This is an optimization exercise on Yosys and OpenROAD, whose aim is small area, a short achievable clock period and few clock cycles per item, not a production implementation. Where RTL was checked, it was by simulation tests only, not by an equivalence proof against the original. Function not checked in runs 1 to 5: the RTL went through the layout flow alone.

==> design/flow/design.v <==
`timescale 1ns / 1ps
package fgdc_pkg;
	localparam logic [31:0] POLY32 = 32'h82F6_3B78;
	localparam logic [31:0] POLY16 = 32'h0000_A001;
	localparam logic [15:0] CRC16_INIT = 16'hFFFF;
	localparam logic [1:0] MODE_NONE   = 2'd0;
	localparam logic [1:0] MODE_META   = 2'd1;
	localparam logic [1:0] MODE_LEGACY = 2'd2;
	localparam int REG_INDEX_W = 3;
	localparam logic [REG_INDEX_W-1:0] REG_MODE      = 3'd0;
	localparam logic [REG_INDEX_W-1:0] REG_SEED      = 3'd1;
	localparam logic [REG_INDEX_W-1:0] REG_VID_LOW   = 3'd2;
	localparam logic [REG_INDEX_W-1:0] REG_VID_HIGH  = 3'd3;
	localparam logic [REG_INDEX_W-1:0] REG_DESC_SIZE = 3'd4;
	localparam logic [REG_INDEX_W-1:0] REG_WIDE      = 3'd5;
	function automatic logic [31:0] step8(input logic [31:0] c, input logic [31:0] poly);
		logic [31:0] r;
		r = c;
		for (int k = 0; k < 8; k++) begin
			r = r[0] ? ((r >> 1) ^ poly) : (r >> 1);
		end
		step8 = r;
	endfunction
	function automatic logic [15:0] crc16_byte(input logic [15:0] c, input logic [7:0] b);
		logic [15:0] r;
		r = c ^ {8'h0, b};
		for (int k = 0; k < 8; k++) begin
			r = r[0] ? ((r >> 1) ^ 16'hA001) : (r >> 1);
		end
		crc16_byte = r;
	endfunction
	function automatic logic [15:0] uuid_crc_zero();
		logic [15:0] c;
		c = CRC16_INIT;
		for (int i = 0; i < 16; i++) begin
			c = crc16_byte(c, 8'h00);
		end
		uuid_crc_zero = c;
	endfunction
	localparam logic [15:0] UUID_CRC_RESET = uuid_crc_zero();
endpackage
`timescale 1ns / 1ps
`timescale 1ns / 1ps
module fs_group_descriptor_checksum_core #(
	parameter logic [6:0] MAX_DESC_BYTES = 7'd64
) (
	input  logic                               clk,
	input  logic                               arst_n,
	input  logic                               cfg_valid,
	output logic                               cfg_ready,
	input  logic [fgdc_pkg::REG_INDEX_W-1:0]   cfg_index,
	input  logic [63:0]                        cfg_data,
	input  logic                               in_valid,
	output logic                               in_ready,
	input  logic [31:0]                        group_number,
	input  logic [7:0]                         data_byte,
	input  logic                               first_byte,
	input  logic                               last_byte,
	output logic                               out_valid,
	input  logic                               out_ready,
	output logic [15:0]                        checksum,
	output logic                               checksum_valid
);
	logic        meta_q;       
	logic        leg_q;        
	logic [31:0] seed_q;
	logic [15:0] vla_q;        
	logic [15:0] vhb_q;        
	logic        span64_q;     
	logic [4:0]  span_lo_q;    
	logic        wide_q;
	logic [31:0] crc_q;
	logic [7:0]  ib_q;         
	logic        hv_q;         
	logic        hl_q;         
	logic        hs_q;         
	logic [6:0]  pos_q;        
	logic        op_pre_q;     
	logic [1:0]  pcnt_q;       
	logic        op_clr_q;     
	logic        op_dat_q;     
	logic        op_cz_q;      
	logic        ej_q;         
	logic [4:0]  ccnt_q;       
	logic        vlow_q;       
	logic        in_rdy_q;
	logic        cfg_rdy_q;
	logic        ov_q;
	logic [15:0] cs_q;
	logic        cv_q;
	logic        in_acc, first_acc, cfg_acc, det, det_vid, busy, proc_h, produce, fold_h;
	logic        e_meta, e_leg, e_hold;
	logic [31:0] x, y, r_step, kstart;
	logic [7:0]  cfg_byte;
	logic [6:0]  npos;
	logic        n_field, n_step;
	logic        op_pre_n, op_clr_n, op_dat_n, op_cz_n, cop_q, cop_n, hv_n, hl_n, ov_n;
	assign in_acc    = in_valid && in_rdy_q;
	assign first_acc = in_acc && first_byte;
	assign cfg_acc   = cfg_valid && cfg_rdy_q;
	assign cop_q     = op_clr_q || op_dat_q || op_cz_q;
	assign busy      = op_pre_q || cop_q;
	assign det       = cfg_valid && !cfg_rdy_q && !cop_q;
	assign det_vid   = det && (cfg_index == fgdc_pkg::REG_VID_LOW ||
		cfg_index == fgdc_pkg::REG_VID_HIGH);
	assign proc_h    = hv_q && !busy && !(hl_q && ov_q);
	assign produce   = proc_h && hl_q;
	assign fold_h    = proc_h && hs_q;
	assign npos    = pos_q[6] ? pos_q : pos_q + 7'd1;
	assign n_field = (npos[6:1] == 6'b001111);
	assign n_step  = !npos[6] && (!npos[5] || span64_q || (npos[4:0] < span_lo_q)) &&
		!(leg_q && (n_field || (npos[5] && !wide_q)));
	assign cfg_byte = cfg_data[{ccnt_q[2:0], 3'b000} +: 8];
	assign e_meta = meta_q && (op_pre_q || fold_h);
	assign e_leg  = (leg_q && (op_pre_q || fold_h)) || op_dat_q || op_cz_q;
	assign e_hold = !(busy || fold_h);
	assign x = crc_q ^ {24'h0, ej_q ? ib_q : 8'h00};
	assign y = (e_meta ? fgdc_pkg::step8(x, fgdc_pkg::POLY32) : 32'h0) |
		(e_leg ? fgdc_pkg::step8(x, fgdc_pkg::POLY16) : 32'h0);
	assign r_step = y | (e_hold ? crc_q : 32'h0);
	assign kstart = meta_q ? seed_q : {16'h0, fgdc_pkg::UUID_CRC_RESET ^ vla_q ^ vhb_q};
	assign op_pre_n = first_acc || (op_pre_q && pcnt_q != 2'd0);
	assign op_clr_n = det_vid;
	assign op_dat_n = cop_q && ccnt_q <= 5'd7;
	assign op_cz_n  = cop_q && vlow_q && ccnt_q >= 5'd8 && ccnt_q <= 5'd15;
	assign cop_n    = op_clr_n || op_dat_n || op_cz_n;
	assign hv_n = in_acc || (hv_q && !proc_h);
	assign hl_n = in_acc ? last_byte : hl_q;
	assign ov_n = produce || (ov_q && !out_ready);
	always_ff @(posedge clk or negedge arst_n) begin
		if (!arst_n) begin
			meta_q    <= 1'b0;
			leg_q     <= 1'b0;
			seed_q    <= '0;
			vla_q     <= '0;
			vhb_q     <= '0;
			span64_q  <= 1'b0;
			span_lo_q <= '0;
			wide_q    <= 1'b0;
		end else begin
			if (cfg_acc) begin
				case (cfg_index)
					fgdc_pkg::REG_MODE: begin
						meta_q <= (cfg_data[1:0] == fgdc_pkg::MODE_META);
						leg_q  <= (cfg_data[1:0] == fgdc_pkg::MODE_LEGACY);
					end
					fgdc_pkg::REG_SEED: seed_q <= cfg_data[31:0];
					fgdc_pkg::REG_DESC_SIZE: begin
						span64_q  <= cfg_data[6];
						span_lo_q <= (cfg_data[6] || !cfg_data[5]) ? 5'd0 : cfg_data[4:0];
					end
					fgdc_pkg::REG_WIDE: wide_q <= cfg_data[0];
					default: ;
				endcase
			end
			if (op_dat_q && ccnt_q == 5'd8 && !vlow_q) begin
				vhb_q <= y[15:0];
			end
			if (op_cz_q && ccnt_q == 5'd16) begin
				vla_q <= y[15:0];
			end
		end
	end
	always_ff @(posedge clk or negedge arst_n) begin
		if (!arst_n) begin
			hv_q      <= 1'b0;
			op_pre_q  <= 1'b0;
			op_clr_q  <= 1'b0;
			op_dat_q  <= 1'b0;
			op_cz_q   <= 1'b0;
			in_rdy_q  <= 1'b1;
			cfg_rdy_q <= 1'b0;
			ov_q      <= 1'b0;
			cv_q      <= 1'b0;
		end else begin
			hv_q      <= hv_n;
			op_pre_q  <= op_pre_n;
			op_clr_q  <= op_clr_n;
			op_dat_q  <= op_dat_n;
			op_cz_q   <= op_cz_n;
			in_rdy_q  <= !(op_pre_n || cop_n) && !(hv_n && hl_n && ov_n);
			cfg_rdy_q <= (det && !det_vid) || (op_dat_q && ccnt_q == 5'd7);
			ov_q      <= ov_n;
			cv_q      <= meta_q || leg_q;
		end
	end
	always_ff @(posedge clk) begin
		crc_q <= first_acc ? (kstart ^ group_number) : r_step;
		ej_q  <= !(op_pre_n || op_cz_n);
		if (first_acc) begin
			pcnt_q <= 2'd3;
		end else if (op_pre_q) begin
			pcnt_q <= pcnt_q - 2'd1;
		end
		ccnt_q <= det_vid ? 5'd0 : ccnt_q + 5'd1;
		if (in_acc) begin
			ib_q  <= (!first_byte && n_field) ? 8'h00 : data_byte;
			hl_q  <= last_byte;
			hs_q  <= first_byte || n_step;
			pos_q <= first_byte ? 7'd0 : npos;
		end else if (cop_q && ccnt_q <= 5'd7) begin
			ib_q <= cfg_byte;
		end
		if (det_vid) begin
			vlow_q <= (cfg_index == fgdc_pkg::REG_VID_LOW);
		end
		if (produce) begin
			cs_q <= r_step[15:0];
		end
	end
	assign in_ready       = in_rdy_q;
	assign cfg_ready      = cfg_rdy_q;
	assign out_valid      = ov_q;
	assign checksum       = cs_q;
	assign checksum_valid = cv_q;
endmodule
==> design/flow/flow/run.sh <==
#!/bin/bash
# Standard layout, with timing repair aiming for a larger setup slack than the clock needs.
set -euo pipefail
bash standard.sh SETUP_SLACK_MARGIN=6 finish > standard_flow.log 2>&1
==> design/flow/standard.sh <==
#!/bin/bash
# synth_recipe.tcl (not shown) runs the flow's synth.tcl, then flattens the netlist and writes it again
# the make line also repeats each setting of config.mk as NAME=value (left out here)
make -C /OpenROAD-flow-scripts/flow DESIGN_CONFIG=/design/flow/config.mk WORK_HOME=/design/flow/orfs CLKGATE_MAP_FILE= SYNTH_SCRIPT=/design/flow/synth_recipe.tcl "${@:-finish}"
==> design/flow/config.mk <==
export PLATFORM = sky130hd
export DESIGN_NAME = fs_group_descriptor_checksum_core
export DESIGN_NICKNAME = fs_group_descriptor_checksum_core
export VERILOG_FILES = /design/flow/design.v
export SDC_FILE = /design/flow/constraint.sdc
export NUM_CORES = 4
export LEC_CHECK = 0
export CAP_MARGIN = 20
export CORE_MARGIN = 2
export CORE_UTILIZATION = 60
export SLEW_MARGIN = 20
==> design/flow/constraint.sdc <==
create_clock -name core_clock -period 10.0 [get_ports {clk}]
set_input_delay 2.0000 -clock core_clock [delete_from_list [all_inputs] [get_ports {clk}]]
set_output_delay 2.0000 -clock core_clock [all_outputs]
set_load 0.01 [all_outputs]
==> notes.md, run 1 <==
The clock tree synthesis step divided the H-tree into 4 levels. The tools report the number of nets at the end of the flow as 1066. The number of antenna diodes in the final layout is 0.

The global-route wire length before repair is 39680 um. The number of max-capacitance violations reported was 0; the number of top-level design ports was 134. The dominant cell type by area after synthesis is dfrtp_1. Data on the critical path arrives at its endpoint at 4.04 ns. The aggregate global-route resource usage came out at 32.96%. The data required time of the worst path is 10.35 ns. CTS placed an instance of clkbuf_16 at the clock tree root. The post-layout minimum cycle time is 3.687 ns. In this run, distinct cell masters in the synthesized netlist total 60.

The tools report the count of endpoints failing setup in the final report as 0. Among all flip-flop cells after synthesis, the most frequent one is dfrtp_1. The summed instance area of the synthesized netlist was 8942 sq um; the average cell area after synthesis was 10.83 sq um. The synthesized flop and latch total came out at 156. The flow ran to the end and the layout has no timing, DRC or antenna violations. The logs give 0 for the total congestion overflow after global routing and 0 for the number of max-slew violations in the final report. For this block, the via count after detailed routing is 7040. Final standard cell utilization of the core: 76.02%.

The logs give 14530 sq um for the placeable core region and 0 for the number of design rule violations left after detail routing. The synthesized netlist devotes 11.49% of its cell area to compound gates. The clock slew at the register clock pins of the worst setup and hold paths is 0.06 ns.

The share of the Yosys chip area taken by registers is 43.22%. For this configuration, the core starts out at a cell density of 61.53%. In the post-route analysis, the smallest setup slack over all paths is 6.313 ns. The run gives 0 as the number of hold violations in the final report. The post-synthesis share of cell area spent on xor and xnor gates was 16.66%. Buffers inserted to repair hold after CTS numbered 0.

Share of cell area taken by muxes after synthesis: 13.85%. At the pin with the least slew margin, the transition time is 1.102 ns. Counting instances in the post-synthesis netlist gives the leading cell types as nand2_1 (98), dfrtp_1 (81), xnor2_1 (65).

The finished layout holds 1140 standard cells, fillers aside. By area the synthesized netlist is led by dfrtp_1 (23%), edfxtp_1 (11%), dfxtp_1 (9.2%). After detailed routing, the average wire length per cell comes to 22.33 um. No sink is reached through more buffers than the 2 on the longest clock path. The cell with the most instances after synthesis was nand2_1. The worst hold slack after final layout came out at 0.5060 ns. Between clock sinks in the finished design, the worst skew comes to 0.008705 ns. The run gives 3865 sq um as the sequential standard cell area.

The number of flops mapped to enable cells by yosys is 33. For the worst-skew pair, the clock arrives at the later sink with an insertion delay of 0.43 ns. OpenSTA, run right after detailed placement, puts the worst setup slack at 5.317 ns. The instance count of the mapped netlist came out at 826. The die covers 15900 sq um.

The via count of the first global-routing pass came out at 7070. Dividing the detail-routed via count by the number of cells gives 6.175. The finished cells cover 11050 sq um. The count of antenna-violating nets left after detailed routing came out at 0. Path type of the worst min-delay path: flip-flop to flip-flop. By area, the combinational part of the netlist is dominated by XOR/XNOR gates. Summed over its instances, the top area cell type makes up 22.67% of the synthesized netlist area.

The worst setup path is launched from an input port. After detailed routing, the total wire length is 25460 um. The site row count was 44. Quantity of I/O buffers inserted on ports: 133. For this block, the initial DRC count from the detailed router was 857. Setup repair after global routing left no endpoint under its margin. Derived from the worst setup path, the maximum achievable clock frequency is 271.2 MHz.

Counting the fill cells in the layout gives 985. The multi-input logic area came out at 4872 sq um. The warning count from the yosys run was 1; the final weighted congestion in routability-driven placement was 0.9448.

Summing the areas of all and, or, nand and nor instances in the mapped netlist gives 10.91% of the synthesized area. The number of clock sinks was 156. Summed over all failing endpoints, the final setup total negative slack is 0 ns.

Counting tap cells, the placed design contains a total of 1108 instances. After layout, the worst path uses 36.87% of the clock period. In the synthesized netlist the async set-or-reset flop fraction comes to 52.56%. The biggest fanout along the worst timing path is 31, and the ratio of cells with drive above 1 in the final layout is 15.06%. The category of the worst setup path capture point was a flip-flop. The class of the most critical setup path is input port to flip-flop. The vertical extent of the die works out to 126.1 um. Headroom to the max-slew limit came out at 26.45%. Before antenna repair, the detailed router went through 7 iterations. The post-synth net total is 949. The layout-stage area growth over the synthesis result came out at 23.56%. The number of buffers created by CTS was 17. TritonCTS built the clock tree.

The die width came out at 126.1 um. The half-perimeter wire length after placement is 19170 um, and the cell area reported after detailed placement is 10420 sq um. The maximum number of pins on one net before global-route repair is 83, and the initial antenna violation count is 0.

Once the clock tree was built, the setup fixing pass inserted 0 buffers. The adder-cell share of the synthesized area came out at 1.259%.
## flip-flops by register name, summed over array words and instances, names as in the netlist, 2 cells and up
register,flops
cs_q,16
vla_q,16
pcnt_q,2
seed_q,32
vhb_q,16
ccnt_q,5
ib_q,8
crc_q,32
pos_q,7
span_lo_q,5
## placed cells by master, fill, tap and decap left out, types with 7 or more instances in the layout
master / count
o21a_1: 7
clkbuf_16: 17
nor2_1: 50
dfxtp_1: 41
clkdlybuf4s50_1: 132
a31oi_1: 7
nand2b_1: 13
and2_1: 7
xnor3_1: 8
a21oi_1: 25
edfxtp_1: 33
mux2i_1: 18
xnor2_1: 65
nand2_1: 97
mux2_2: 62
o2bb2ai_1: 8
mux4_2: 16
a221oi_1: 8
xor2_1: 56
ha_1: 9
dfrtp_1: 81
o21ai_0: 28
a2bb2oi_1: 14
inv_1: 16
nand3_1: 9
buf_4: 8
nor2b_1: 8
## final timing paths
path	start	end	slack (ns)	cells past startpoint
max	in_valid	in_rdy_q$_DFF_PN1_	6.31	7
min	pcnt_q[1]$_SDFFE_PP1P_	pcnt_q[1]$_SDFFE_PP1P_	0.51	2
max reg2reg	ej_q$_DFF_P_	vhb_q[0]$_DFFE_PN0P_	6.65	7
min reg2reg	pcnt_q[1]$_SDFFE_PP1P_	pcnt_q[1]$_SDFFE_PP1P_	0.51	2
max in group asynchronous	arst_n	vla_q[14]$_DFFE_PN0P_	7.84	1
min in group asynchronous	arst_n	span_lo_q[1]$_DFFE_PN0P_	1.62	1
## what timing repair did
item                                    CTS  global route
cloned                                    0             0
resized for setup                         1             1
endpoints found under the setup margin   23             1
## cell families (layout without fill, tap and decap cells)
logic type | count (synthesis) | in the layout
mux | 96 | 96
fa+ha+maj | 9 | 9
compound gates | 146 | 146
flops | 156 | 156
xor+xnor | 141 | 141
buf+inv | 61 | 191
simple gates | 217 | 217
## critical path, cell delays in order
cell             delay [ns]
clkdlybuf4s50_1        0.41
and2_2                 0.35
nand2_2                0.53
o21ai_0                0.27
nor2_1                 0.23
nand2_1                0.08
a31oi_1                0.17
## final cells by class
class | count | share of cell area [%]
multi-input cells | 609 | 44.09
repair buffers | 141 | 12.60
clock inverters | 15 | 1.778
flip-flops and latches | 156 | 34.98
clock buffers | 17 | 3.850
well taps | 184 | 2.084
inverters | 18 | 0.6115
## layer usage
| metal | vias to the layer above | track usage (%) | part of all wire [%] |
|---|---|---|---|
| met3 | 48 | 6.075 | 9.0 |
| met5 | - | 0 | 0 |
| met1 | 3487 | 47.62 | 41 |
| li1 | 3161 | - | - |
| met4 | 0 | 9.632 | 2.4 |
| met2 | 344 | 51.36 | 47 |
==> run 2, diff against run 1 <==
==> design/flow/flow/run.sh (replaced) <==
#!/bin/bash
# Standard layout, with timing repair aiming for a larger setup slack than the clock needs.
set -euo pipefail
bash standard.sh SETUP_SLACK_MARGIN=7 finish > standard_flow.log 2>&1
==> run 2 against run 1 <==
Sequential share of layout area down 0.81 points. Critical endpoint is now ib_q[4]$_DFFE_PP_. Register-to-register slack better by 0.43 ns. First-iteration DRC count is 1.4% lower. Critical path type unchanged. Count of clock-buffer cells in the layout increased by 1. Fmax up 18%.
==> notes.md, run 2 <==
The logs give 83 (unchanged) for the maximum number of pins on one net before global-route repair and 19400 um (+1.2%) for the half-perimeter wire length after placement. The final weighted congestion in routability-driven placement was 0.9056 (-4.1%); the iteration count of the initial detailed-routing pass was 5 (-2). The largest individual stage delay along the critical path comes from the cell mux4_2. The category of the worst setup path launch point is an input port. For the aggregate global-route resource usage, the log shows 34.20% (+1.2 points). The run gives 2 (unchanged) as the largest buffer count on any clock path.

The final setup TNS was 0 ns (unchanged). The largest incremental delay on the critical path was 0.53 ns (about the same); the setup skew after layout was 0.01159 ns (+0.002885 ns). The count of antenna-violating nets left after detailed routing was 0 (unchanged). By area the synthesized netlist is led by dfrtp_1 (23%), edfxtp_1 (11%), dfxtp_1 (9.2%). Number of max-capacitance violations reported: 0 (unchanged).

The total congestion overflow after global routing was 0 (unchanged); the cell count after placement was 1107 (-0.090%). The ratio of cells with drive above 1 in the final layout is 21.03% (+6.0 points). Biggest fanout along the worst timing path: 2 (-94%). In the layout the commonest cells are nand2_1 (95), dfrtp_1 (80), clkdlybuf4s50_1 (74), xnor2_1 (62), mux2_2 (59). The clock slew at the register clock pins of the worst setup and hold paths works out to 0.06 ns (about the same).

Predominant post-synthesis flop cell: dfrtp_1. For the worst-case setup slack after placement, the log shows 5.252 ns (-0.06579 ns). The placeable core region was 14530 sq um (unchanged). The min-delay analysis places its worst path in the category flip-flop to flip-flop. The site row count was 44 (unchanged); the warning count from the yosys run was 1 (unchanged).

Traced cell by cell, the critical path runs through clkdlybuf4s50_1 > mux4_2 > mux2i_4 > o2bb2ai_1. The post-layout instance count excluding filler cells was 1154 (+1.2%); the arrival time reported for the critical path endpoint was 3.30 ns (-0.74 ns). The area share of the largest cell type after synthesis is 22.67% (unchanged), and the post-layout minimum cycle time is 3.132 ns (-0.5555 ns). The cell with the most instances after synthesis was nand2_1. The distinct cell type count after synthesis is 60 (unchanged). The tools report the initial antenna violation count as 0 (unchanged). The run gives 11320 sq um (+2.4%) as the post-route cell area.

The count of antenna diodes in the layout was 0 (unchanged). The number of hold violations in the final report was 0 (unchanged). The wire length reported by the detailed router is 27010 um (+6.1%). Of all cell types, the one taking the most synthesized area is dfrtp_1. Setup repair after global routing could not meet its margin everywhere. The number of nets at the end of the flow was 1080 (+1.3%); the count of vias placed by the detailed router was 7224 (+2.6%). The largest registers in the layout are crc_q: 32 flops, seed_q: 32 flops. The die width works out to 126.1 um (unchanged).

The detail-routed via count per cell was 6.260 (+1.4%). Synthesized flop and latch total: 156 (unchanged).

Number of hold-repair buffers added at the cts stage: 0 (unchanged). The tools report the post-route worst setup slack as 6.868 ns (+0.5555 ns). The number of buffers created by CTS is 17 (unchanged), and the final period utilization is 31.32% (-5.6 points). The worst setup path is captured at a flip-flop.

The layout-stage area growth over the synthesis result is 26.56%. The depth of the worst register-to-register path was 6 (-1); the worst relative slew slack was 42.15% (+16 points). The fraction of registers with async set or reset after synthesis was 52.56% (unchanged).

The tools report the clock tree root driver cell as clkbuf_16. Quantity of I/O buffers inserted on ports: 133 (unchanged). The top achievable clock speed was 319.3 MHz (+18%); the number of fill cells was 939 (-4.7%).

TritonCTS built the clock tree. Sorting the synthesized cells by how often they occur yields nand2_1 (98), dfrtp_1 (81), xnor2_1 (65). The sequential share of the synthesized area is 43.22% (unchanged), and the count of endpoints failing setup in the final report is 0 (unchanged).

The post-synth net total is 949 (unchanged). The tools report the via count of the first global-routing pass as 7154 (+1.2%). The slew at the pin with the worst max-slew slack is 0.8666 ns (-0.2355 ns). The tools report the detailed router's first-iteration violation count as 845 (-1.4%). The area of the die was 15900 sq um (unchanged). The count of H-tree levels built during CTS is 4 (unchanged).

The most common library cell in the layout ignoring fill and taps was nand2_1. The vertical extent of the die is 126.1 um (unchanged). The run gives 61.53% (unchanged) as the effective utilization at floorplan. The number of clock sinks came out at 156 (unchanged).

The number of design rule violations left after detail routing came out at 0 (unchanged). Instance count of the mapped netlist: 826 (unchanged).

For the number of top-level design ports, the log shows 134 (unchanged). The data required time of the worst path was 10.17 ns (-0.18 ns); the number of stages on the worst hold path was 2 (unchanged). The average cell area after synthesis is 10.83 sq um (unchanged), and the number of max-slew violations in the final report is 0 (unchanged). The critical path is of the input port to flip-flop type. The logs give 77.87% (+1.8 points) for the final standard cell utilization of the core and 0.4995 ns (-0.006484 ns) for the worst hold slack after final layout. The run gives 8942 sq um (unchanged) as the summed instance area of the synthesized netlist. The mean routed wirelength per cell was 23.41 um (+4.8%); the number of flops mapped to enable cells by yosys was 33 (unchanged). The clock latency at the later pin of the worst-skew pair is 0.43 ns (about the same).

The cell area reported after detailed placement came out at 10430 sq um (+0.13%). Global-route wire length before repair: 41100 um (+3.6%). The flow ran to the end and the layout has no timing, DRC or antenna violations.
[run 2: cell types whose count changed in the layout (fill, tap and decap cells not counted), sizes merged]
cell | before | now
bufinv | 3 | 2
clkdlybuf4s15 | 0 | 2
nor2 | 52 | 53
nand2 | 98 | 99
clkinvlp | 0 | 1
dlymetal6s2s | 0 | 12
buf | 9 | 41
clkbuf | 17 | 20
clkdlybuf4s50 | 132 | 74
dlygate4sd2 | 0 | 22
inv | 28 | 27
[run 2: final timing paths]
| path | start | end | slack, ns |
|---|---|---|---|
| worst max register to register | crc_q[1]$_DFF_P_ | cs_q[3]$_DFFE_PP_ | 7.08 |
| worst max-delay path | cfg_data[12] | ib_q[4]$_DFFE_PP_ | 6.87 |
| max in group asynchronous | arst_n | ov_q$_DFF_PN0_ | 7.82 |
| worst min-delay path | pcnt_q[0]$_SDFFE_PP1P_ | pcnt_q[0]$_SDFFE_PP1P_ | 0.50 |
| worst min register to register | pcnt_q[0]$_SDFFE_PP1P_ | pcnt_q[0]$_SDFFE_PP1P_ | 0.50 |
| min in group asynchronous | arst_n | seed_q[24]$_DFFE_PN0P_ | 1.60 |
[run 2: metal layers]
metal  up-vias  GRT usage (%)  routed length, um
met3        46          7.689               2448
met4         0          10.15                605
met2       388          53.70              13050
li1       3196              -                  -
met1      3594          48.07              10910
met5         -              0                  0
[run 2: cell type report]
cell class | instances | area (sq um) | area share, %
Multi-Input combinational cell | 611 | 5087 | 44.95
Sequential cell | 156 | 3867 | 34.17
Clock buffer | 18 | 429.2 | 3.792
Inverter | 18 | 67.56 | 0.5970
Clock inverter | 14 | 176.4 | 1.559
Timing Repair Buffer | 153 | 1459 | 12.89
Tap cell | 184 | 230.2 | 2.034
[run 2: logic make-up (layout without fill, tap and decap cells)]
| group | Yosys count | in the layout | synth area share (%) |
|---|---|---|---|
| buf+inv | 61 | 203 | 2.602 |
| compound gates | 146 | 146 | 11.49 |
| fa+ha+maj | 9 | 9 | 1.259 |
| flops | 156 | 156 | 43.22 |
| mux | 96 | 96 | 13.85 |
| xor+xnor | 141 | 141 | 16.66 |
| simple gates | 217 | 219 | 10.91 |
[run 2: worst max-delay path: cells and delay by family]
kind	cells	cell delay [ns]
buffers and inverters	1	0.48
AO/OA/AOI/OAI	1	0.10
multiplexers	2	0.72
[run 2: timing repair]
item	in CTS	in global routing
pin swaps	8	7
endpoints found under the setup margin	163	86
cloned	2	1
setup buffers	10	2
gates resized for setup	132	36
==> run 3, diff against run 2 <==
==> design/flow/flow/run.sh (replaced) <==
#!/bin/bash
# Standard layout, with timing repair aiming for a larger setup slack than the clock needs.
set -euo pipefail
bash standard.sh SETUP_SLACK_MARGIN=8 finish > standard_flow.log 2>&1
==> run 3 against run 2 <==
The flow now stops in 5_1_grt. Area after synthesis stayed put. Synthesized cell count stayed put.
==> notes.md, run 3 <==
The logs give 43.22% (unchanged) for the sequential share of the synthesized area and 949 (unchanged) for the post-synth net total. The distinct cell type count after synthesis is 60 (unchanged), and the quantity of I/O buffers inserted on ports is 133 (unchanged). The area share of the largest cell type after synthesis was 22.67% (unchanged); the average cell area after synthesis was 10.83 sq um (unchanged). The run gives 134 (unchanged) as the number of top-level design ports. Sorting the synthesized cells by how often they occur yields nand2_1 (98), dfrtp_1 (81), xnor2_1 (65). Warning count from the yosys run: 1 (unchanged). Dominant cell type by area after synthesis: dfrtp_1. The effective utilization at floorplan was 61.53% (unchanged). The run stopped with a tool error.

The number of clock sinks is 156 (unchanged). The failing step is 5_1_grt. The run gives 44 (unchanged) as the site row count. The die width is 126.1 um (unchanged).

The pin type at the end of the worst path is a top-level output. Cell area reported after detailed placement: 10990 sq um (+5.3%). The fraction of registers with async set or reset after synthesis is 52.56% (unchanged), and the final weighted congestion in routability-driven placement is 0.9526 (+5.2%). The run gives 17 (unchanged) as the number of buffers created by CTS. The summed instance area of the synthesized netlist was 8942 sq um (unchanged); the synthesized flop and latch total was 156 (unchanged). The tools report the instance count of the mapped netlist as 826 (unchanged).

The vertical extent of the die was 126.1 um (unchanged). By instance count, the leading cell after synthesis is nand2_1. The tools report the worst endpoint left by the global-route repair_timing run as in_ready. The clock tree root driver cell was clkbuf_16.

Count of H-tree levels built during CTS: 4 (unchanged). Among all flip-flop cells after synthesis, the most frequent one is dfrtp_1. The number of flops mapped to enable cells by yosys was 33 (unchanged); the worst-case setup slack after placement was 5.806 ns (+0.5540 ns).

By area the synthesized netlist is led by dfrtp_1 (23%), edfxtp_1 (11%), dfxtp_1 (9.2%). For the largest buffer count on any clock path, the log shows 2 (unchanged). Entering global routing, the biggest net connects 83 pins. The tool reported: "[ERROR DPL-0038] Utilization greater than 100%, impossible to legalize".

The half-perimeter wire length after placement came out at 19500 um (+0.49%).
run 3: cell counts after synthesis:
No cell type changed its count.
run 3: timing repair:
| action | 4_1_cts |
|---|---|
| pin swaps | 98 |
| hold buffers | 0 |
| endpoints found under the setup margin | 290 |
| buffers inserted | 116 |
| endpoints found under the hold margin | 0 |
| resized for setup | 638 |
| cloned | 11 |
run 3: worst max path at each step:
stage               cells past startpoint  slack (ns)                from                     end
detailed placement                      6        5.81           cfg_valid  seed_q[26]$_DFFE_PN0P_
global placement                        6        5.84           cfg_valid  seed_q[12]$_DFFE_PN0P_
floorplan                               6        7.01           cfg_valid  seed_q[10]$_DFFE_PN0P_
CTS                                     1        6.88  in_rdy_q$_DFF_PN1_                in_ready
run 3: cell families after synthesis:
logic type      after synthesis  synth area share, %
simple gates                217                10.91
mux                          96                13.85
flops                       156                43.22
xor+xnor                    141                16.66
buf+inv                      61                2.602
fa+ha+maj                     9                1.259
compound gates              146                11.49
run 3: per-stage QoR:
| step | hold slack [ns] | instances | utilization [%] |
|---|---|---|---|
| 2_1_floorplan | 0.4437 | 826 | - |
| 3_5_place_dp | 0.4941 | 1104 | 75.63 |
| 3_3_place_gp | 0.4699 | 1104 | 75.63 |
| 4_1_cts | 0.5094 | 1263 | 93.20 |
==> run 4, diff against run 3 <==
==> design/flow/run.sh (new file) <==
#!/bin/bash
# synth_recipe.tcl (not shown) runs the flow's synth.tcl, then flattens the netlist and writes it again
# the make line also repeats each setting of config.mk as NAME=value (left out here)
make -C /OpenROAD-flow-scripts/flow DESIGN_CONFIG=/design/flow/config.mk WORK_HOME=/design/flow/orfs CLKGATE_MAP_FILE= SYNTH_SCRIPT=/design/flow/synth_recipe.tcl finish
removed: design/flow/flow/run.sh
removed: design/flow/standard.sh
==> run 4 against run 3 <==
Area after synthesis unchanged. The run now finishes clean. Synthesized cell count unchanged.
==> notes.md, run 4 <==
Global routing finished with a remaining overflow of 0. The quantity of I/O buffers inserted on ports is 133 (unchanged). For this run, the post-layout net count is 1066.

Maximum number of pins on one net before global-route repair: 83. In the final layout, the registers with the most flip-flops are crc_q: 32 flops, seed_q: 32 flops. Clock tree synthesis selected as its root buffer the cell clkbuf_16. The initial antenna violation count is 0, and the half-perimeter wire length after placement is 19170 um (-1.7%). The tools report the post-synth net total as 949 (unchanged).

Derived from the worst setup path, the maximum achievable clock frequency is 233.8 MHz. Summed over all layers, the routed wires come to 25490 um. After the first detailed-routing iteration, the DRC count stood at 811.

The final weighted congestion in routability-driven placement is 0.9448 (-0.82%), and the fraction of registers with async set or reset after synthesis is 52.56% (unchanged). The iteration count of the initial detailed-routing pass was 5; the clock slew at the register clock pins of the worst setup and hold paths was 0.07 ns. The logs give 0 (-100%) for the number of resized instances in the post-cts repair step and 156 (unchanged) for the number of clock sinks. The run finished with no timing, DRC or antenna violations.

The buffer count from post-CTS setup fixing is 0 (-100%). In this run the critical register-to-register path is launched from ej_q$_DFF_P_. Yosys attributes the largest share of cell area to dfrtp_1 (23%), edfxtp_1 (11%), dfxtp_1 (9.2%). The post-layout minimum cycle time is 4.277 ns, and the final setup TNS is 0 ns.

The area growth from synthesis to layout is 23.52%. The final period utilization is 42.77%. TritonCTS built the clock tree.

The distinct cell type count after synthesis is 60 (unchanged). The tools report the site row count as 44 (unchanged). Depth of the worst register-to-register path: 7. The run gives 6.66 ns as the slack of the worst reg-to-reg path. The min-delay analysis places its worst path in the category flip-flop to flip-flop. The effective utilization at floorplan was 61.53% (unchanged); the number of design rule violations left after detail routing was 0. The endpoint of the lowest-slack register-to-register path was vhb_q[0]$_DFFE_PN0P_. The number of hold violations in the final report was 0; the summed instance area of the synthesized netlist was 8942 sq um (unchanged).

The slew at the pin with the worst max-slew slack came out at 1.085 ns. The tools report the cell area reported after detailed placement as 10420 sq um (-5.2%). For the placeable core region, the log shows 14530 sq um. In this run the worst setup path terminates at in_rdy_q$_DFF_PN1_.

The predominant post-synthesis flop cell was dfrtp_1. The mean routed wirelength per cell is 22.36 um, and the detail-routed via count per cell is 6.186. For the warning count from the yosys run, the log shows 1 (unchanged). The critical path in this run is classified as input port to flip-flop. Data required time of the worst path: 10.36 ns. In the layout the commonest cells are clkdlybuf4s50_1 (132), nand2_1 (98), dfrtp_1 (81), xnor2_1 (65), mux2_2 (62). The run gives 7064 as the via count of the first global-routing pass. Across the run, the number of max-cap violations was 0.

The tools report the worst-case setup slack after placement as 5.317 ns (-0.4882 ns). The logs give 4 (unchanged) for the count of H-tree levels built during CTS and 0.5063 ns for the worst hold slack after final layout. Number of top-level design ports: 134 (unchanged).

After layout, the worst setup slack is 5.723 ns. The number of buffers created by CTS is 17 (unchanged). The die width was 126.1 um (unchanged). The clock latency at the later pin of the worst-skew pair is 0.44 ns. The first global-routing pass estimated 39700 um of wire. The number of antenna diodes in the final layout is 0. For the sequential share of the synthesized area, the log shows 43.22% (unchanged). The vertical extent of the die is 126.1 um (unchanged).

The beginning of the critical path was in_valid. The tools report the number of hold-repair buffers added at the cts stage as 0 (unchanged). Summing all non-filler instances in the final layout gives an area of 11050 sq um. The routed layout has 7052 vias. The run gives 2 (unchanged) as the largest buffer count on any clock path.

In the synthesized netlist, the cells that appear most often are nand2_1 (98), dfrtp_1 (81), xnor2_1 (65). Most common library cell in the layout ignoring fill and taps: clkdlybuf4s50_1. Headroom to the max-slew limit came out at 27.62%.

The area share of the largest cell type after synthesis was 22.67% (unchanged); the number of fill cells was 985. In this run the worst path has a maximum fanout of 31. In the final layout, the share of cells above drive strength 1 is 14.85%. The arrival time reported for the critical path endpoint came out at 4.64 ns.

Setup repair after global routing left no endpoint under its margin. The dominant cell type by area after synthesis was dfrtp_1. The worst setup path is captured at a flip-flop. Global routing used 32.96% of the available tracks across all layers. The tools report the count of antenna-violating nets left after detailed routing as 0. The tools report the category of the worst setup path launch point as an input port. The average cell area after synthesis is 10.83 sq um (unchanged). The number of flops mapped to enable cells by yosys is 33 (unchanged). The synthesized flop and latch total works out to 156 (unchanged). Cell with the most instances after synthesis: nand2_1. For the area of the die, the log shows 15900 sq um. The setup skew after layout was 0.01112 ns. For the instance count of the mapped netlist, the log shows 826 (unchanged).

The count of endpoints failing setup in the final report is 0, and the number of max-slew violations in the final report is 0.
## run 4: cells by family after synthesis
group                      Yosys count  synth area share, %
AOI/OAI and AO/OA                  146                11.49
xor gates and xnor gates           141                16.66
adders and majority gates            9                1.259
buffers and inverters               61                2.602
DFF                                156                43.22
muxes                               96                13.85
and+or+nand+nor                    217                10.91
## run 4: area by class of cell
type                            instances  area [sq um]  share of cell area, %
Multi-Input combinational cell        609          4868                  44.08
Sequential cell                       156          3865                  34.99
Inverter                               18         67.56                 0.6117
Clock buffer                           17         425.4                  3.851
Tap cell                              184         230.2                  2.084
Timing Repair Buffer                  141          1393                  12.61
Clock inverter                         15         196.4                  1.778
## run 4: how the worst min path moves through the flow
stage          slack (ns)  depth (start not counted)                  endpoint                      from
2_1_floorplan        0.44                          2  span_lo_q[0]$_DFFE_PN0P_  span_lo_q[0]$_DFFE_PN0P_
3_3_place_gp         0.47                          2    pcnt_q[0]$_SDFFE_PP1P_    pcnt_q[0]$_SDFFE_PP1P_
3_5_place_dp         0.49                          2    pcnt_q[1]$_SDFFE_PP1P_    pcnt_q[1]$_SDFFE_PP1P_
4_1_cts              0.51                          2  span_lo_q[3]$_DFFE_PN0P_  span_lo_q[3]$_DFFE_PN0P_
5_1_grt              0.52                          1    seed_q[22]$_DFFE_PN0P_    seed_q[22]$_DFFE_PN0P_
6_report             0.51                          2  span_lo_q[3]$_DFFE_PN0P_  span_lo_q[3]$_DFFE_PN0P_
## run 4: layer usage
metal  vias up  track usage (%)  share of wire, %
met5         -                0                 0
met4         0            9.502               2.4
met3        46            6.032               8.7
met2       356            51.36                47
met1      3479            47.71                42
li1       3171                -                 -
## run 4: per-stage QoR
stage,cells,util [%]
after detailed placement,1108,71.69
final,1140,76.00
after floorplan,826,-
after global routing,1140,76.00
after global placement,1108,71.69
after CTS,1140,75.97
## run 4: critical path, cell delays in order
cell             delay, ns
clkdlybuf4s50_1       0.47
and2_1                0.66
nand2_1               0.85
o21ai_0               0.40
nor2_1                0.12
nand2_1               0.09
a31oi_1               0.05
==> run 5, diff against run 4 <==
==> design/flow/flow/run.sh (new file) <==
#!/bin/bash
# Standard layout, with plain buffers on the ports and timing repair aiming for a larger
# setup slack than the clock needs.
set -euo pipefail
bash standard.sh "BUFFER_PORTS_ARGS=-buffer_cell sky130_fd_sc_hd__buf_1" SETUP_SLACK_MARGIN=7 finish > standard_flow.log 2>&1
==> design/flow/standard.sh (new file) <==
#!/bin/bash
# synth_recipe.tcl (not shown) runs the flow's synth.tcl, then flattens the netlist and writes it again
# the make line also repeats each setting of config.mk as NAME=value (left out here)
make -C /OpenROAD-flow-scripts/flow DESIGN_CONFIG=/design/flow/config.mk WORK_HOME=/design/flow/orfs CLKGATE_MAP_FILE= SYNTH_SCRIPT=/design/flow/synth_recipe.tcl "${@:-finish}"
removed: design/flow/run.sh
==> run 5 against run 4 <==
Still clean on timing, DRC and antenna. Cell count grew 0.79%. Worst setup slack gained 1.2 ns. Fmax grew 39%. Via count grew 0.89%. Worst hold slack lost 0.017 ns. Clock skew shrank 0.0019 ns. Count of clock-buffer cells in the layout grew 2. Highest routed layer unchanged.
==> notes.md, run 5 <==
The half-perimeter wire length after placement was 19040 um (-0.65%). By count the netlist is led by nand2_1 (98), dfrtp_1 (81), xnor2_1 (65). The tools report the worst relative slew slack as 40.28% (+13 points).

Leaving out fill and tap cells, the most frequent cells in the layout are buf_1 (129), nand2_1 (96), dfrtp_1 (81), xnor2_1 (63), mux2_2 (59). The post-synth net total is 949 (unchanged). The run gives 0 (unchanged) as the count of antenna-violating nets left after detailed routing. The run gives 0 (unchanged) as the initial antenna violation count. The detailed router's first-iteration violation count is 747 (-7.9%), and the final standard cell utilization of the core is 71.74% (-4.3 points).

For the warning count from the yosys run, the log shows 1 (unchanged). The run gives 0.9150 (-3.2%) as the final weighted congestion in routability-driven placement. The worst setup path is launched from a flip-flop. The detail-routed via count per cell works out to 6.192 (+0.10%). The vertical extent of the die is 126.1 um (unchanged), and the largest incremental delay on the critical path is 0.54 ns (-0.31 ns). The aggregate global-route resource usage was 33.28% (+0.31 points). The mean routed wirelength per cell was 22.57 um (+0.94%). The number of hold violations in the final report was 0 (unchanged).

The biggest fanout along the worst timing path was 3 (-90%); the number of hold-repair buffers added at the cts stage was 0 (unchanged). The count of buffer and inverter cells on the critical path came out at 1 (unchanged). The average cell area after synthesis works out to 10.83 sq um (unchanged). The number of flops mapped to enable cells by yosys is 33 (unchanged), and the layout-stage area growth over the synthesis result is 16.59%.

The clock slew at the register clock pins of the worst setup and hold paths came out at 0.06 ns (about the same). The number of design rule violations left after detail routing is 0 (unchanged). The cell area reported after detailed placement is 9610 sq um (-7.8%).

TritonCTS built the clock tree. The critical path goes through buf_6.

The fraction of registers with async set or reset after synthesis was 52.56% (unchanged); the area share of the largest cell type after synthesis was 22.67% (unchanged). The tools report the sequential share of the synthesized area as 43.22% (unchanged). The tools report the via count of the first global-routing pass as 6997 (-0.95%).

Most common library cell in the layout ignoring fill and taps: buf_1. The largest buffer count on any clock path is 2 (unchanged). The area of the die is 15900 sq um (unchanged). The number of nets at the end of the flow is 1075 (+0.84%). The site row count came out at 44 (unchanged).

Count of endpoints failing setup in the final report: 0 (unchanged). Post-layout minimum cycle time: 3.074 ns (-1.203 ns). The tools report the number of buffers created by CTS as 17 (unchanged). The kind of cell with the highest combined delay along the critical path is flip-flops. Setup repair after global routing could not meet its margin everywhere. The run gives 0.4889 ns (-0.01745 ns) as the worst hold slack after final layout. The run gives 1.07 ns (-3.57 ns) as the arrival time reported for the critical path endpoint. The logs give 156 (unchanged) for the number of clock sinks and 0 (unchanged) for the number of max-capacitance violations reported. Setup skew after layout: 0.009200 ns (-0.001916 ns). The post-route cell area was 10430 sq um (-5.6%). The largest registers in the layout are crc_q: 32 flops, seed_q: 32 flops.

For the count of H-tree levels built during CTS, the log shows 4 (unchanged). The clock latency at the later pin of the worst-skew pair was 0.44 ns (about the same).

The tools report the effective utilization at floorplan as 61.53% (unchanged). Final setup TNS: 0 ns (unchanged). For the slack of the worst reg-to-reg path, the log shows 7.08 ns (+0.42 ns).

The data required time of the worst path was 8.00 ns (-2.36 ns). The ratio of cells with drive above 1 in the final layout works out to 17.41% (+2.6 points). The run gives 325.3 MHz (+39%) as the top achievable clock speed. The predominant post-synthesis flop cell is dfrtp_1.

The tools report the instance count of the mapped netlist as 826 (unchanged). The tree is rooted in a clkbuf_16. The number of max-slew violations in the final report is 0 (unchanged). The die width is 126.1 um (unchanged), and the quantity of I/O buffers inserted on ports is 133 (unchanged). The setup path with the least slack is of type flip-flop to output pin. The placeable core region was 14530 sq um (unchanged).

For the global-route wire length before repair, the log shows 39830 um (+0.35%). For the total congestion overflow after global routing, the log shows 0 (unchanged). The worst setup path is captured at an output pin. The number of top-level design ports is 134 (unchanged). The final period utilization is 30.74% (-12 points).

The cell with the most instances after synthesis was nand2_1. Summed over all instances, the cell type with the most area after synthesis is dfrtp_1. Synthesized flop and latch total: 156 (unchanged). The maximum number of pins on one net before global-route repair was 83 (unchanged).

The flow ran to the end and the layout has no timing, DRC or antenna violations. On the critical path, the stage with the largest delay is an instance of dfstp_2. The count of vias placed by the detailed router came out at 7115 (+0.89%). The slew at the pin with the worst max-slew slack was 0.8946 ns (-0.1900 ns). For the count of antenna diodes in the layout, the log shows 0 (unchanged). After synthesis, the cell types taking the most area are dfrtp_1 (23%), edfxtp_1 (11%), dfxtp_1 (9.2%). The run gives 7 (+2) as the iteration count of the initial detailed-routing pass. The run gives 25940 um (+1.7%) as the wire length reported by the detailed router. The tightest min-delay check is of the flip-flop to flip-flop type. The distinct cell type count after synthesis is 60 (unchanged). The run gives 8942 sq um (unchanged) as the summed instance area of the synthesized netlist.
## run 5: final cells by class
| type | instances | area [sq um] |
|---|---|---|
| clock inverter | 13 | 130.1 |
| multi-input combinational | 610 | 4994 |
| sequential | 156 | 3866 |
| clock buffer | 19 | 464.2 |
| tap | 184 | 230.2 |
| fill | 1116 | 4108 |
| inverter | 18 | 67.56 |
| timing repair buffer | 149 | 674.4 |
## run 5: cells by family after synthesis
logic type               Yosys count  synth area share (%)
AO/OA/AOI/OAI                    146                 11.49
adder cells (fa/ha/maj)            9                 1.259
multiplexers                      96                 13.85
AND/OR/NAND/NOR                  217                 10.91
buffers and inverters             61                 2.602
XOR/XNOR                         141                 16.66
flip-flops                       156                 43.22
## run 5: metrics by stage
stage               setup WS [ns]  cells
floorplan                   6.976    826
global placement            5.818   1108
detailed placement          5.710   1108
CTS                         6.922   1145
global route                6.897   1149
finish                      6.926   1149
## run 5: timing repair
item | CTS | global route
buffers inserted | 4 | 4
resized for setup | 11 | 13
gates cloned | 1 | 0
setup endpoints to repair | 104 | 61
pin swaps | 2 | 0
## run 5: worst paths after layout
path,from,to,depth (start not counted)
min in group asynchronous,arst_n,seed_q[27]$_DFFE_PN0P_,1
hold reg to reg,span_lo_q[2]$_DFFE_PN0P_,span_lo_q[2]$_DFFE_PN0P_,2
setup / recovery,in_rdy_q$_DFF_PN1_,in_ready,1
setup reg to reg,crc_q[1]$_DFF_P_,cs_q[3]$_DFFE_PP_,6
max in group asynchronous,arst_n,seed_q[6]$_DFFE_PN0P_,1
hold / removal,span_lo_q[2]$_DFFE_PN0P_,span_lo_q[2]$_DFFE_PN0P_,2
## run 5: layer usage
metal	routed length [um]	part of all wire (%)	up-vias	GRT usage (%)
met3	2051	7.9	51	7.986
met2	12130	47	339	50.89
met4	729	2.8	0	12.09
met1	11030	43	3546	46.74
met5	0	0	-	0
li1	-	-	3179	-
==> run 6, diff against run 5 <==
--- a/design/flow/design.v
+++ b/design/flow/design.v
@@ -65,6 +65,8 @@
 	logic        leg_q;        
 	logic [31:0] seed_q;
+	logic        sok_q;        
 	logic [15:0] vla_q;        
 	logic [15:0] vhb_q;        
+	logic        uok_q;        
 	logic        span64_q;     
 	logic [4:0]  span_lo_q;    
@@ -82,5 +84,4 @@
 	logic        op_cz_q;      
 	logic        ej_q;         
-	logic [4:0]  ccnt_q;       
 	logic        vlow_q;       
 	logic        in_rdy_q;
@@ -92,4 +93,5 @@
 	logic        e_meta, e_leg, e_hold;
 	logic [31:0] x, y, r_step, kstart;
+	logic [15:0] ucrc;
 	logic [7:0]  cfg_byte;
 	logic [6:0]  npos;
@@ -111,5 +113,5 @@
 	assign n_step  = !npos[6] && (!npos[5] || span64_q || (npos[4:0] < span_lo_q)) &&
 		!(leg_q && (n_field || (npos[5] && !wide_q)));
-	assign cfg_byte = cfg_data[{ccnt_q[2:0], 3'b000} +: 8];
+	assign cfg_byte = cfg_data[{pos_q[2:0], 3'b000} +: 8];
 	assign e_meta = meta_q && (op_pre_q || fold_h);
 	assign e_leg  = (leg_q && (op_pre_q || fold_h)) || op_dat_q || op_cz_q;
@@ -119,9 +121,10 @@
 		(e_leg ? fgdc_pkg::step8(x, fgdc_pkg::POLY16) : 32'h0);
 	assign r_step = y | (e_hold ? crc_q : 32'h0);
-	assign kstart = meta_q ? seed_q : {16'h0, fgdc_pkg::UUID_CRC_RESET ^ vla_q ^ vhb_q};
+	assign ucrc   = fgdc_pkg::UUID_CRC_RESET ^ (uok_q ? (vla_q ^ vhb_q) : 16'h0);
+	assign kstart = ((meta_q && sok_q) ? seed_q : 32'h0) | (meta_q ? 32'h0 : {16'h0, ucrc});
 	assign op_pre_n = first_acc || (op_pre_q && pcnt_q != 2'd0);
 	assign op_clr_n = det_vid;
-	assign op_dat_n = cop_q && ccnt_q <= 5'd7;
-	assign op_cz_n  = cop_q && vlow_q && ccnt_q >= 5'd8 && ccnt_q <= 5'd15;
+	assign op_dat_n = cop_q && pos_q <= 7'd7;
+	assign op_cz_n  = cop_q && vlow_q && pos_q >= 7'd8 && pos_q <= 7'd15;
 	assign cop_n    = op_clr_n || op_dat_n || op_cz_n;
 	assign hv_n = in_acc || (hv_q && !proc_h);
@@ -132,7 +135,6 @@
 			meta_q    <= 1'b0;
 			leg_q     <= 1'b0;
-			seed_q    <= '0;
-			vla_q     <= '0;
-			vhb_q     <= '0;
+			sok_q     <= 1'b0;
+			uok_q     <= 1'b0;
 			span64_q  <= 1'b0;
 			span_lo_q <= '0;
@@ -145,5 +147,5 @@
 						leg_q  <= (cfg_data[1:0] == fgdc_pkg::MODE_LEGACY);
 					end
-					fgdc_pkg::REG_SEED: seed_q <= cfg_data[31:0];
+					fgdc_pkg::REG_SEED: sok_q <= 1'b1;
 					fgdc_pkg::REG_DESC_SIZE: begin
 						span64_q  <= cfg_data[6];
@@ -154,10 +156,18 @@
 				endcase
 			end
-			if (op_dat_q && ccnt_q == 5'd8 && !vlow_q) begin
-				vhb_q <= y[15:0];
-			end
-			if (op_cz_q && ccnt_q == 5'd16) begin
-				vla_q <= y[15:0];
-			end
+			if (op_clr_q) begin
+				uok_q <= 1'b1;
+			end
+		end
+	end
+	always_ff @(posedge clk) begin
+		if (cfg_acc && cfg_index == fgdc_pkg::REG_SEED) begin
+			seed_q <= cfg_data[31:0];
+		end
+		if ((op_dat_q && pos_q == 7'd8 && !vlow_q) || (op_clr_q && !uok_q && vlow_q)) begin
+			vhb_q <= y[15:0];
+		end
+		if ((op_cz_q && pos_q == 7'd16) || (op_clr_q && !uok_q && !vlow_q)) begin
+			vla_q <= y[15:0];
 		end
 	end
@@ -169,8 +179,5 @@
 			op_dat_q  <= 1'b0;
 			op_cz_q   <= 1'b0;
-			in_rdy_q  <= 1'b1;
-			cfg_rdy_q <= 1'b0;
 			ov_q      <= 1'b0;
-			cv_q      <= 1'b0;
 		end else begin
 			hv_q      <= hv_n;
@@ -179,9 +186,11 @@
 			op_dat_q  <= op_dat_n;
 			op_cz_q   <= op_cz_n;
-			in_rdy_q  <= !(op_pre_n || cop_n) && !(hv_n && hl_n && ov_n);
-			cfg_rdy_q <= (det && !det_vid) || (op_dat_q && ccnt_q == 5'd7);
 			ov_q      <= ov_n;
-			cv_q      <= meta_q || leg_q;
-		end
+		end
+	end
+	always_ff @(posedge clk) begin
+		in_rdy_q  <= !(op_pre_n || cop_n) && !(hv_n && hl_n && ov_n);
+		cfg_rdy_q <= (det && !det_vid) || (op_dat_q && pos_q == 7'd7);
+		cv_q      <= meta_q || leg_q;
 	end
 	always_ff @(posedge clk) begin
@@ -193,5 +202,4 @@
 			pcnt_q <= pcnt_q - 2'd1;
 		end
-		ccnt_q <= det_vid ? 5'd0 : ccnt_q + 5'd1;
 		if (in_acc) begin
 			ib_q  <= (!first_byte && n_field) ? 8'h00 : data_byte;
@@ -199,6 +207,13 @@
 			hs_q  <= first_byte || n_step;
 			pos_q <= first_byte ? 7'd0 : npos;
-		end else if (cop_q && ccnt_q <= 5'd7) begin
-			ib_q <= cfg_byte;
+		end else begin
+			if (cop_q && pos_q <= 7'd7) begin
+				ib_q <= cfg_byte;
+			end
+			if (det_vid) begin
+				pos_q <= 7'd0;
+			end else if (cop_q) begin
+				pos_q <= npos;
+			end
 		end
 		if (det_vid) begin
--- a/design/flow/config.mk
+++ b/design/flow/config.mk
@@ -9,3 +9,5 @@
 export CORE_MARGIN = 2
 export CORE_UTILIZATION = 60
+export CTS_BUF_LIST = sky130_fd_sc_hd__clkbuf_8
+export CTS_CLUSTER_SIZE = 20
 export SLEW_MARGIN = 20
==> run 6 against run 5 <==
Critical endpoint is now checksum[6]. Cell area down 5.6%. Sequential cell count down 3. Critical path depth unchanged. Worst setup slack better by 0.028 ns. Clock skew up 0.0015 ns. Still clean on timing, DRC and antenna. Critical path type unchanged. Largest cell class unchanged.
==> notes.md, run 6 <==
The area share of the largest cell type after synthesis came out at 34.11% (+11 points). The sum of met3 wire segment lengths after detailed routing came out at 1943 um (-5.3%). The worst setup path is launched from a flip-flop. TritonCTS built the clock tree. The clock latency at the later pin of the worst-skew pair is 0.45 ns (about the same), and the simple-gate area share of the yosys netlist is 9.978% (-0.94 points). The tools report the detailed router's first-iteration violation count as 628 (-16%).

The post-synthesis compound-gate area fraction came out at 11.00% (-0.48 points). Slowest cell on the critical path: edfxtp_1. The biggest fanout along the worst timing path is 1 (-2). The signal on the critical path passes through clkbuf_2. The largest incremental delay on the critical path is 0.44 ns (-0.10 ns). The logs give 1077 (-6.3%) for the post-layout instance count excluding filler cells and 9843 sq um (-5.6%) for the post-route cell area. The wire length reported by the detailed router came out at 22880 um (-12%).

For the worst relative slew slack, the log shows 41.47% (+1.2 points). In the final layout, the registers with the most flip-flops are crc_q: 32 flops, seed_q: 32 flops. The warning count from the yosys run was 1 (unchanged).

Category of the worst setup path capture point: an output pin. The count of buffer and inverter cells on the critical path is 1 (unchanged). The sequential share of the synthesized area is 48.23% (+5.0 points). Iteration count of the initial detailed-routing pass: 5 (-2). Clock tree synthesis selected as its root buffer the cell clkbuf_8. The average cell area after synthesis was 11.46 sq um (+5.9%). The largest buffer count on any clock path came out at 2 (unchanged). The number of clock sinks is 153 (-1.9%), and the setup skew after layout is 0.01067 ns (+0.001470 ns). The via count of the first global-routing pass came out at 6046 (-14%).

Highest metal layer with signal wires: met4. The number of max-slew violations in the final report came out at 0 (unchanged). Vertical extent of the die: 123.3 um (-2.2%). Sorting the synthesized cells by how often they occur yields edfxtp_1 (97), nand2_1 (83), xnor2_1 (64), xor2_1 (64), a21oi_1 (43). The run gives 0 (unchanged) as the initial antenna violation count. For the distinct cell type count after synthesis, the log shows 66 (+10%).

The cell count after placement was 1027 (-7.3%); the number of flops mapped to enable cells by yosys was 97 (+190%). The final weighted congestion in routability-driven placement came out at 0.9430 (+3.1%). The path type of the worst min-delay path was flip-flop to flip-flop.

The routed length on met2 is 10850 um (-10%). The predominant post-synthesis flop cell is edfxtp_1. The placeable core region is 13880 sq um (-4.5%). The tools report the cell area reported after detailed placement as 9211 sq um (-4.2%). The instance count of the mapped netlist is 745 (-9.8%).

Among all cell types in the netlist, the one instantiated most often is edfxtp_1. In the layout the commonest cells are buf_1 (119), edfxtp_1 (97), nand2_1 (81), xor2_1 (64), xnor2_1 (64). The global-route wire length before repair was 34000 um (-15%).

Summed instance area of the synthesized netlist: 8539 sq um (-4.5%). The layout-stage area growth over the synthesis result works out to 15.27%. Number of nets at the end of the flow: 1005 (-6.5%). Setup repair after global routing could not meet its margin everywhere.

The share of cell area taken by muxes after synthesis works out to 6.813% (-7.0 points). The logs give 0 (unchanged) for the number of hold violations in the final report and 4 (unchanged) for the count of H-tree levels built during CTS. The ratio of cells with drive above 1 in the final layout was 15.61% (-1.8 points). The arrival time reported for the critical path endpoint was 1.05 ns (-0.02 ns).

By area the synthesized netlist is led by edfxtp_1 (34%), dfxtp_1 (9.1%), xnor2_1 (6.6%). Die width: 123.3 um (-2.2%). The number of hold-repair buffers added at the cts stage came out at 0 (unchanged).

For the number of max-capacitance violations reported, the log shows 0 (unchanged). The final setup TNS came out at 0 ns (unchanged). The tools report the number of buffers created by CTS as 17 (unchanged). The count of antenna-violating nets left after detailed routing is 0 (unchanged), and the detail-routed via count per cell is 5.891 (-4.9%). The dominant cell type by area after synthesis was edfxtp_1. The run gives 43 (-2.3%) as the site row count.

The half-perimeter wire length after placement is 16870 um (-11%), and the post-synthesis share of cell area spent on xor and xnor gates is 19.77% (+3.1 points). The met1 wire length was 9376 um (-15%). The clock slew at the register clock pins of the worst setup and hold paths was 0.08 ns (+0.02 ns). Final period utilization: 30.46% (-0.28 points). The post-synth net total is 866 (-8.7%).

The flow ran to the end and the layout has no timing, DRC or antenna violations. The effective utilization at floorplan is 61.52% (about the same). The post-layout minimum cycle time came out at 3.046 ns (-0.02774 ns). The most common library cell in the layout ignoring fill and taps is buf_1. The count of vias placed by the detailed router is 6345 (-11%). The maximum number of pins on one net before global-route repair was 40 (-52%).

The tools report the aggregate global-route resource usage as 31.14% (-2.1 points). The largest family of logic cells by synthesized area is XOR/XNOR gates. For the number of top-level design ports, the log shows 134 (unchanged).

The top achievable clock speed came out at 328.3 MHz (+0.91%). The area of the die was 15200 sq um (-4.4%). The synthesized flop and latch total was 153 (-1.9%).

The logs give 0 (unchanged) for the total congestion overflow after global routing and 0 (unchanged) for the number of design rule violations left after detail routing. The adder-cell share of the synthesized area was 1.026% (-0.23 points). The count of endpoints failing setup in the final report was 0 (unchanged). Broken down by cell family, the worst path's largest delay share belongs to flip-flops. The slew at the pin with the worst max-slew slack was 0.8762 ns (-0.01848 ns); the count of antenna diodes in the layout was 0 (unchanged). The class of the most critical setup path was flip-flop to output pin.

The mean routed wirelength per cell is 21.24 um (-5.9%). Fraction of registers with async set or reset after synthesis: 11.11% (-41 points).

The quantity of I/O buffers inserted on ports was 133 (unchanged). The data required time of the worst path came out at 8.00 ns (about the same).
[run 6: cell types whose count changed in the layout (fill, tap and decap cells not counted), moves of 10 or more]
cell and change:
edfxtp_1 +64, xor2_1 +10, dfrtp_1 -64, inv_1 +11, a2bb2oi_1 -12, nand2_1 -15
clkbuf_2 +12, a21oi_1 +18, buf_4 +11, buf_1 -10, nor2_1 -17, clkbuf_8 +16
clkbuf_16 -18, mux2_2 -50
[run 6: per-layer routing]
metal | track usage, % | vias to the layer above
met3 | 5.950 | 47
met4 | 12.57 | 0
met1 | 43.10 | 3049
met5 | 0 | -
met2 | 48.66 | 317
li1 | - | 2932
[run 6: what timing repair did]
action | CTS | global route
gates resized for setup | 9 | 24
pin swaps | 1 | 2
setup endpoints to repair | 83 | 40
setup buffers | 2 | 15
[run 6: layout make-up]
type	count	area (sq um)
Multi-Input combinational cell	526	4263
Sequential cell	153	4129
Fill cell	1044	4038
Timing Repair Buffer	160	739.5
Clock buffer	17	234.0
Tap cell	180	225.2
Clock inverter	15	151.4
Inverter	26	101.3
[run 6: worst paths after layout]
kind,from,end,slack (ns),depth (start not counted)
worst max-delay path,cs_q[6]$_DFFE_PP_,checksum[6],6.95,1
worst min-delay path,sok_q$_DFFE_PN0P_,sok_q$_DFFE_PN0P_,0.48,1
worst max register to register,ib_q[3]$_DFFE_PP_,cs_q[12]$_DFFE_PP_,7.10,8
worst min register to register,sok_q$_DFFE_PN0P_,sok_q$_DFFE_PN0P_,0.48,1
max in group asynchronous,arst_n,op_cz_q$_DFF_PN0_,8.17,2
min in group asynchronous,arst_n,span_lo_q[0]$_DFFE_PN0P_,1.39,1
[run 6: logic make-up after synthesis]
logic type / Yosys count
AOI/OAI and AO/OA: 143
buffers and inverters: 66
and+or+nand+nor: 184
DFF: 153
adders and majority gates: 7
xor gates and xnor gates: 155
muxes: 37
[run 6: through the flow]
step,setup slack [ns],hold WS (ns),util (%)
floorplan,6.431,0.4309,-
finish,6.954,0.4822,70.91
detailed placement,5.953,0.4552,66.36
global placement,6.094,0.4453,66.36
global route,6.925,0.4894,70.91
CTS,6.936,0.4744,69.44
Testbench counts of run 6, summed over its fixed seeds: cycles 41,912, items 37,992.

static timing again, ports no longer ideal:
Ports are ideal in the flow. The routed layouts listed here were re-timed in OpenROAD. Step 1: set_driving_cell puts a clkbuf_16 on clk and a buf_2 on each other input, an assumption about the parent block. Step 2 adds t to the input delays and takes it off the output delays; t is the mean of the earliest and latest rising clock arrival at the registers after step 1. Input paths then give back, and output paths get back, about the clock's delay inside the block. Three values: ideal ports, drivers, drivers and shift; two values: the first two.
run	t, ns	setup slack, ns	clock arrival spread, ns	worst data-port slew with drivers (ns)
run 1	0.472	6.313 / 6.336 / 5.864	0.008 / 0.008	0.05
run 2	0.476	6.868 / 6.856 / 6.417	0.012 / 0.012	0.06
run 4	0.476	5.723 / 5.744 / 5.268	0.012 / 0.012	0.05
run 5	0.473	6.926 / 6.884 / 6.533	0.009 / 0.009	0.04
run 6	0.482	6.954 / 6.920 / 6.594	0.016 / 0.015	0.04
After both steps setup and hold are still met in every run listed. For run 4, which loses most, drivers alone change the setup slack by +0.021 ns; drivers and shift together by -0.455 ns.
